This design comes from an exercise in tuning for small area, a short achievable clock period and few clock cycles on the open sky130 flow, not from production work.
Power is estimated from default activity; no workload was simulated.

== violet ==
## routing_table_reader
module routing_table_reader
#(
    parameter int ADDR_W      = 16,
    parameter int HOST_IDX_W  = 6,
    parameter int SWITCH_ID_W = 4
) (
    input  logic                    clk,
    input  logic                    rst_n,
    output logic [ADDR_W-1:0]       mem_addr,
    input  logic [WORD_W-1:0]       mem_data,
    input  logic                    load_req,
    output logic                    load_ack,
    output logic                    tables_valid,
    output logic                    parse_error,
    input  logic                    host_req,
    input  logic [HOST_IDX_W-1:0]   host_index,
    output logic                    host_ack,
    output logic                    host_found,
    output logic [HOST_ENTRY_W-1:0] host_entry,
    input  logic                    path_req,
    input  logic [SWITCH_ID_W-1:0]  src_switch,
    input  logic [SWITCH_ID_W-1:0]  dst_switch,
    output logic                    path_ack,
    output logic [PATH_ENTRY_W-1:0] path_entry
);
Size: ~200 flip-flops, roughly 0.011 mm2 of cells after synthesis.
==> module routing_table_reader, before the edit <==
module routing_table_reader
#(
    parameter int ADDR_W      = 16,
    parameter int HOST_IDX_W  = 6,
    parameter int SWITCH_ID_W = 4
) (
    input  logic                    clk,
    input  logic                    rst_n,
    output logic [ADDR_W-1:0]       mem_addr,
    input  logic [WORD_W-1:0]       mem_data,
    input  logic                    load_req,
    output logic                    load_ack,
    output logic                    tables_valid,
    output logic                    parse_error,
    input  logic                    host_req,
    input  logic [HOST_IDX_W-1:0]   host_index,
    output logic                    host_ack,
    output logic                    host_found,
    output logic [HOST_ENTRY_W-1:0] host_entry,
    input  logic                    path_req,
    input  logic [SWITCH_ID_W-1:0]  src_switch,
    input  logic [SWITCH_ID_W-1:0]  dst_switch,
    output logic                    path_ack,
    output logic [PATH_ENTRY_W-1:0] path_entry
);
    localparam int HW = ADDR_W - 3;
    localparam logic [3:0] S_IDLE = 4'd0,
                           S_PA   = 4'd1,
                           S_RD   = 4'd2,
                           S_ACK  = 4'd3,
                           S_L1   = 4'd4,
                           S_L2   = 4'd5,
                           S_L3   = 4'd6,
                           S_L4   = 4'd7,
                           S_L5   = 4'd8,
                           S_L6   = 4'd9,
                           S_L7   = 4'd10;
    logic [3:0]    state;
    logic          sel_host;
    logic [2:0]    ph;
    logic [HW-1:0] ahi;
    logic          a0;
    logic [3:0]    s_nx;        
    logic          b_one0, b_two0, b_neg0, b_one1, b_two1, b_s3;
    logic          hc_big;      
    logic [5:0]    hc_lo;       
    logic [HW-1:0] pbase;       
    logic [HW-1:0] kmul;        
    logic          slot0;
    logic [31:0]   slot1, slot2, slot3, slot4;
    logic          found;
    logic [7:0]    host_base;
    logic [HW-1:0] row_off;
    logic [HW-1:0] mac;
    logic [HW-1:0] m_pp0, m_q1, m_pp1, m_pp2, m_s1, m_c1, m_s2, m_c2;
    assign found     = hc_big || (host_index < hc_lo);
    assign host_base = 8'd2 + 8'(host_index) * 8'd3;
    assign row_off   = pbase + HW'(dst_switch) * HW'(3);
    assign m_pp0 = (({HW{b_one0}} & kmul) | ({HW{b_two0}} & (kmul << 1))) ^ {HW{b_neg0}};
    assign m_q1  = (({HW{b_one1}} & kmul) | ({HW{b_two1}} & (kmul << 1))) ^ {HW{b_s3}};
    assign m_pp1 = {m_q1[HW-3:0], b_neg0, !b_neg0};
    assign m_pp2 = ({HW{b_s3}} & (kmul << 4)) | {{(HW-3){1'b0}}, b_s3, 2'b00};
    assign m_s1  = ahi ^ m_pp0 ^ m_pp1;
    assign m_c1  = ((ahi & m_pp0) | (ahi & m_pp1) | (m_pp0 & m_pp1)) << 1;
    assign m_s2  = m_s1 ^ m_c1 ^ m_pp2;
    assign m_c2  = ((m_s1 & m_c1) | (m_s1 & m_pp2) | (m_c1 & m_pp2)) << 1;
    assign mac   = m_s2 + m_c2;
    assign mem_addr = {ahi, a0, 2'b00};
    always_comb begin
        case (state)
            S_IDLE:       s_nx = src_switch;
            S_L2, S_L6:   s_nx = 4'd3;
            default:      s_nx = 4'd0;
        endcase
    end
    always_ff @(posedge clk) begin
        b_one0 <= s_nx[0];
        b_two0 <= s_nx[1] && !s_nx[0];
        b_neg0 <= s_nx[1];
        b_one1 <= s_nx[2] ^ s_nx[1];
        b_two1 <= (s_nx[2] == s_nx[1]) && (s_nx[3] != s_nx[2]);
        b_s3   <= s_nx[3];
    end
    always_ff @(posedge clk or negedge rst_n) begin
        if (!rst_n) begin
            state        <= S_IDLE;
            ahi          <= '0;
            a0           <= 1'b0;
            load_ack     <= 1'b0;
            tables_valid <= 1'b0;
            parse_error  <= 1'b0;
            host_ack     <= 1'b0;
            path_ack     <= 1'b0;
        end else begin
            case (state)
                S_IDLE: begin
                    if (load_req) begin
                        a0    <= 1'b1;
                        state <= S_L1;
                    end else if (host_req) begin
                        sel_host   <= 1'b1;
                        host_found <= found;
                        if (found) begin
                            ahi   <= HW'(host_base);
                            ph    <= 3'd1;
                            state <= S_RD;
                        end else begin
                            host_ack <= 1'b1;
                            state    <= S_ACK;
                        end
                    end else if (path_req) begin
                        sel_host <= 1'b0;
                        ahi      <= row_off;
                        state    <= S_PA;
                    end
                end
                S_PA: begin
                    ahi   <= mac;
                    ph    <= 3'd0;
                    state <= S_RD;
                end
                S_RD: begin
                    if (ph == 3'd5) begin
                        host_ack <= sel_host;
                        path_ack <= !sel_host;
                        state    <= S_ACK;
                    end else begin
                        ph       <= ph + 1'b1;
                        a0       <= !a0;
                        if (a0) ahi <= mac;
                    end
                end
                S_ACK: begin
                    if (!(load_ack && load_req) && !(host_ack && host_req)
                        && !(path_ack && path_req)) begin
                        load_ack <= 1'b0;
                        host_ack <= 1'b0;
                        path_ack <= 1'b0;
                        ahi      <= '0;
                        a0       <= 1'b0;
                        state    <= S_IDLE;
                    end
                end
                S_L1: begin
                    if (mem_data != HOST_MAGIC) begin
                        tables_valid <= 1'b0;
                        parse_error  <= 1'b1;
                        load_ack     <= 1'b1;
                        state        <= S_ACK;
                    end else begin
                        state <= S_L2;
                    end
                end
                S_L2: begin
                    ahi   <= HW'(1);
                    state <= S_L3;
                end
                S_L3: begin
                    ahi   <= mac;
                    a0    <= 1'b0;
                    state <= S_L4;
                end
                S_L4: begin
                    ahi   <= mac;
                    state <= S_L5;
                end
                S_L5: begin
                    tables_valid <= (mem_data == SWITCH_MAGIC);
                    parse_error  <= (mem_data != SWITCH_MAGIC);
                    load_ack     <= 1'b1;
                    state        <= S_L6;
                end
                S_L6: begin
                    if (!load_req) load_ack <= 1'b0;
                    ahi   <= HW'(2);
                    state <= S_L7;
                end
                S_L7: begin
                    if (!load_req) load_ack <= 1'b0;
                    ahi   <= '0;
                    state <= (load_ack && load_req) ? S_ACK : S_IDLE;
                end
                default: state <= S_IDLE;
            endcase
        end
    end
    always_ff @(posedge clk) begin
        if (state == S_L2) begin
            hc_big <= |mem_data[31:6];
            hc_lo  <= mem_data[5:0];
        end
        if (state == S_L5) begin
            pbase <= ahi;
        end
        if (state == S_L2 || state == S_L6) begin
            kmul <= mem_data[HW-1:0];
        end else if (state == S_L7) begin
            kmul <= mac;
        end
        if (state == S_RD) begin
            if (ph == 3'd1) slot0 <= mem_data[0];
            if (ph == 3'd2) slot1 <= mem_data;
            if (ph == 3'd3) slot2 <= mem_data;
            if (ph == 3'd4) slot3 <= mem_data;
            if (ph == 3'd5) slot4 <= mem_data;
        end
    end
    assign host_entry = {slot1, slot2, slot3[15:0], slot3[31:16],
                         slot4[7:0], slot4[15:8], slot4[23:16], slot4[31:24],
                         mem_data[7:0], mem_data[15:8]};
    assign path_entry = {slot0, slot1[15:0], slot1[31:16], slot2, slot3[15:0], slot3[31:16],
                         slot4[7:0], slot4[15:8], slot4[23:16], slot4[31:24],
                         mem_data[7:0], mem_data[15:8]};
endmodule
==> flow/config.mk <==
export PLATFORM = sky130hd
export DESIGN_NAME = routing_table_reader
export DESIGN_NICKNAME = routing_table_reader
export VERILOG_FILES = /design/flow/design.v
export SDC_FILE = /design/flow/constraint.sdc
export NUM_CORES = 4
export LEC_CHECK = 0
export CAP_MARGIN = 20
export CORE_MARGIN = 2
export CORE_UTILIZATION = 30
export SETUP_SLACK_MARGIN = 4.25
export SLEW_MARGIN = 20
==> flow/constraint.sdc <==
create_clock -name core_clock -period 8.0 [get_ports {clk}]
set_input_delay 1.6000 -clock core_clock [delete_from_list [all_inputs] [get_ports {clk}]]
set_output_delay 1.6000 -clock core_clock [all_outputs]
set_load 0.01 [all_outputs]
standard.sh (not shown) runs the stock make flow with config.mk's settings and CLKGATE_MAP_FILE= SYNTH_SCRIPT=/design/flow/synth_recipe.tcl, a recipe that flattens the netlist after the stock synthesis.
==> flow/flow/run.sh <==
#!/bin/bash
# Standard synthesis, then the standard layout with plain buffers on the ports.
set -euo pipefail
bash standard.sh synth > synth.log 2>&1
export BUFFER_PORTS_ARGS="-buffer_cell sky130_fd_sc_hd__buf_1"
bash standard.sh finish > layout.log 2>&1
violet ended with every stage complete and zero timing, DRC or antenna violations.
> inputs changed (violet -> quartz)
diff --git a/flow/design.v b/flow/design.v
--- a/flow/design.v
+++ b/flow/design.v
@@ -67,4 +67,6 @@
     logic [HW-1:0] row_off;
     logic [HW-1:0] mac;
+    logic          ahi_mac;
+    logic [HW-1:0] ahi_oth;
     logic [HW-1:0] m_pp0, m_q1, m_pp1, m_pp2, m_s1, m_c1, m_s2, m_c2;
     assign found     = hc_big || (host_index < hc_lo);
@@ -96,8 +98,30 @@
         b_s3   <= s_nx[3];
     end
+    always_comb begin
+        ahi_mac = 1'b0;
+        ahi_oth = ahi;
+        case (state)
+            S_IDLE: begin
+                if (load_req)      ahi_oth = '0;
+                else if (host_req) ahi_oth = HW'(host_base);
+                else if (path_req) ahi_oth = row_off;
+            end
+            S_PA, S_L3, S_L4: ahi_mac = 1'b1;
+            S_RD:   ahi_mac = (ph != 3'd5) && a0;
+            S_ACK:  if (!(load_ack && load_req) && !(host_ack && host_req)
+                        && !(path_ack && path_req)) ahi_oth = '0;
+            S_L2:   ahi_oth = HW'(1);
+            S_L6:   ahi_oth = HW'(2);
+            S_L7:   ahi_oth = '0;
+            default: ;
+        endcase
+    end
+    always_ff @(posedge clk or negedge rst_n) begin
+        if (!rst_n) ahi <= '0;
+        else        ahi <= ahi_mac ? mac : ahi_oth;
+    end
     always_ff @(posedge clk or negedge rst_n) begin
         if (!rst_n) begin
             state        <= S_IDLE;
-            ahi          <= '0;
             a0           <= 1'b0;
             load_ack     <= 1'b0;
@@ -116,5 +140,4 @@
                         host_found <= found;
                         if (found) begin
-                            ahi   <= HW'(host_base);
                             ph    <= 3'd1;
                             state <= S_RD;
@@ -125,10 +148,8 @@
                     end else if (path_req) begin
                         sel_host <= 1'b0;
-                        ahi      <= row_off;
                         state    <= S_PA;
                     end
                 end
                 S_PA: begin
-                    ahi   <= mac;
                     ph    <= 3'd0;
                     state <= S_RD;
@@ -142,5 +163,4 @@
                         ph       <= ph + 1'b1;
                         a0       <= !a0;
-                        if (a0) ahi <= mac;
                     end
                 end
@@ -151,5 +171,4 @@
                         host_ack <= 1'b0;
                         path_ack <= 1'b0;
-                        ahi      <= '0;
                         a0       <= 1'b0;
                         state    <= S_IDLE;
@@ -167,14 +186,11 @@
                 end
                 S_L2: begin
-                    ahi   <= HW'(1);
                     state <= S_L3;
                 end
                 S_L3: begin
-                    ahi   <= mac;
                     a0    <= 1'b0;
                     state <= S_L4;
                 end
                 S_L4: begin
-                    ahi   <= mac;
                     state <= S_L5;
                 end
@@ -187,10 +203,8 @@
                 S_L6: begin
                     if (!load_req) load_ack <= 1'b0;
-                    ahi   <= HW'(2);
                     state <= S_L7;
                 end
                 S_L7: begin
                     if (!load_req) load_ack <= 1'b0;
-                    ahi   <= '0;
                     state <= (load_ack && load_req) ? S_ACK : S_IDLE;
                 end
[summary]
Summary — total power draw, quartz relative to violet: higher, by about 10%.
Per the comparison of quartz with violet, half-perimeter wire length after placement +610 um; endpoint arrival time on the critical path -0.13 ns; clock network power share -1.4 points; total routing usage reported by global routing +0.37 points.
The higher met3 layer wire length in the routed design came out of quartz.
Relative to violet, mux contribution to synthesized area increased by 0.37 points in quartz.
Comparing the two runs side by side, quartz comes out behind violet on clock power.
Wire length up 1.5% in quartz wrt violet
Comparing quartz with violet, the minimum setup slack among reg-to-reg paths came out essentially unchanged.
No run of this note included a check of the RTL's function; only the layout flow was run.

## separate check: timing with driven ports
The results above use ideal ports. As a check the final layouts listed here were re-extracted and re-timed, cells and wires unchanged.
Step 1, drivers: a clkbuf_16 drives clk and a buf_2 each remaining input, both assumed.
Step 2 times the ports against the registers' clock, not the clock port: input delays grow and output delays shrink by t, the midpoint of the rising clock arrivals with the driver on.
Three values: ideal ports, drivers, drivers and shift; two values: the first two.
run | shift t [ns] | setup slack, ns | cell pins on the clock port's net
violet | 0.492 | 4.272 / 4.267 / 3.824 | 1
quartz | 0.493 | 4.282 / 4.282 / 4.004 | 1
After both steps setup and hold are still met in every run listed. For violet, which loses most, drivers alone change the setup slack by -0.005 ns; drivers and shift together by -0.448 ns.
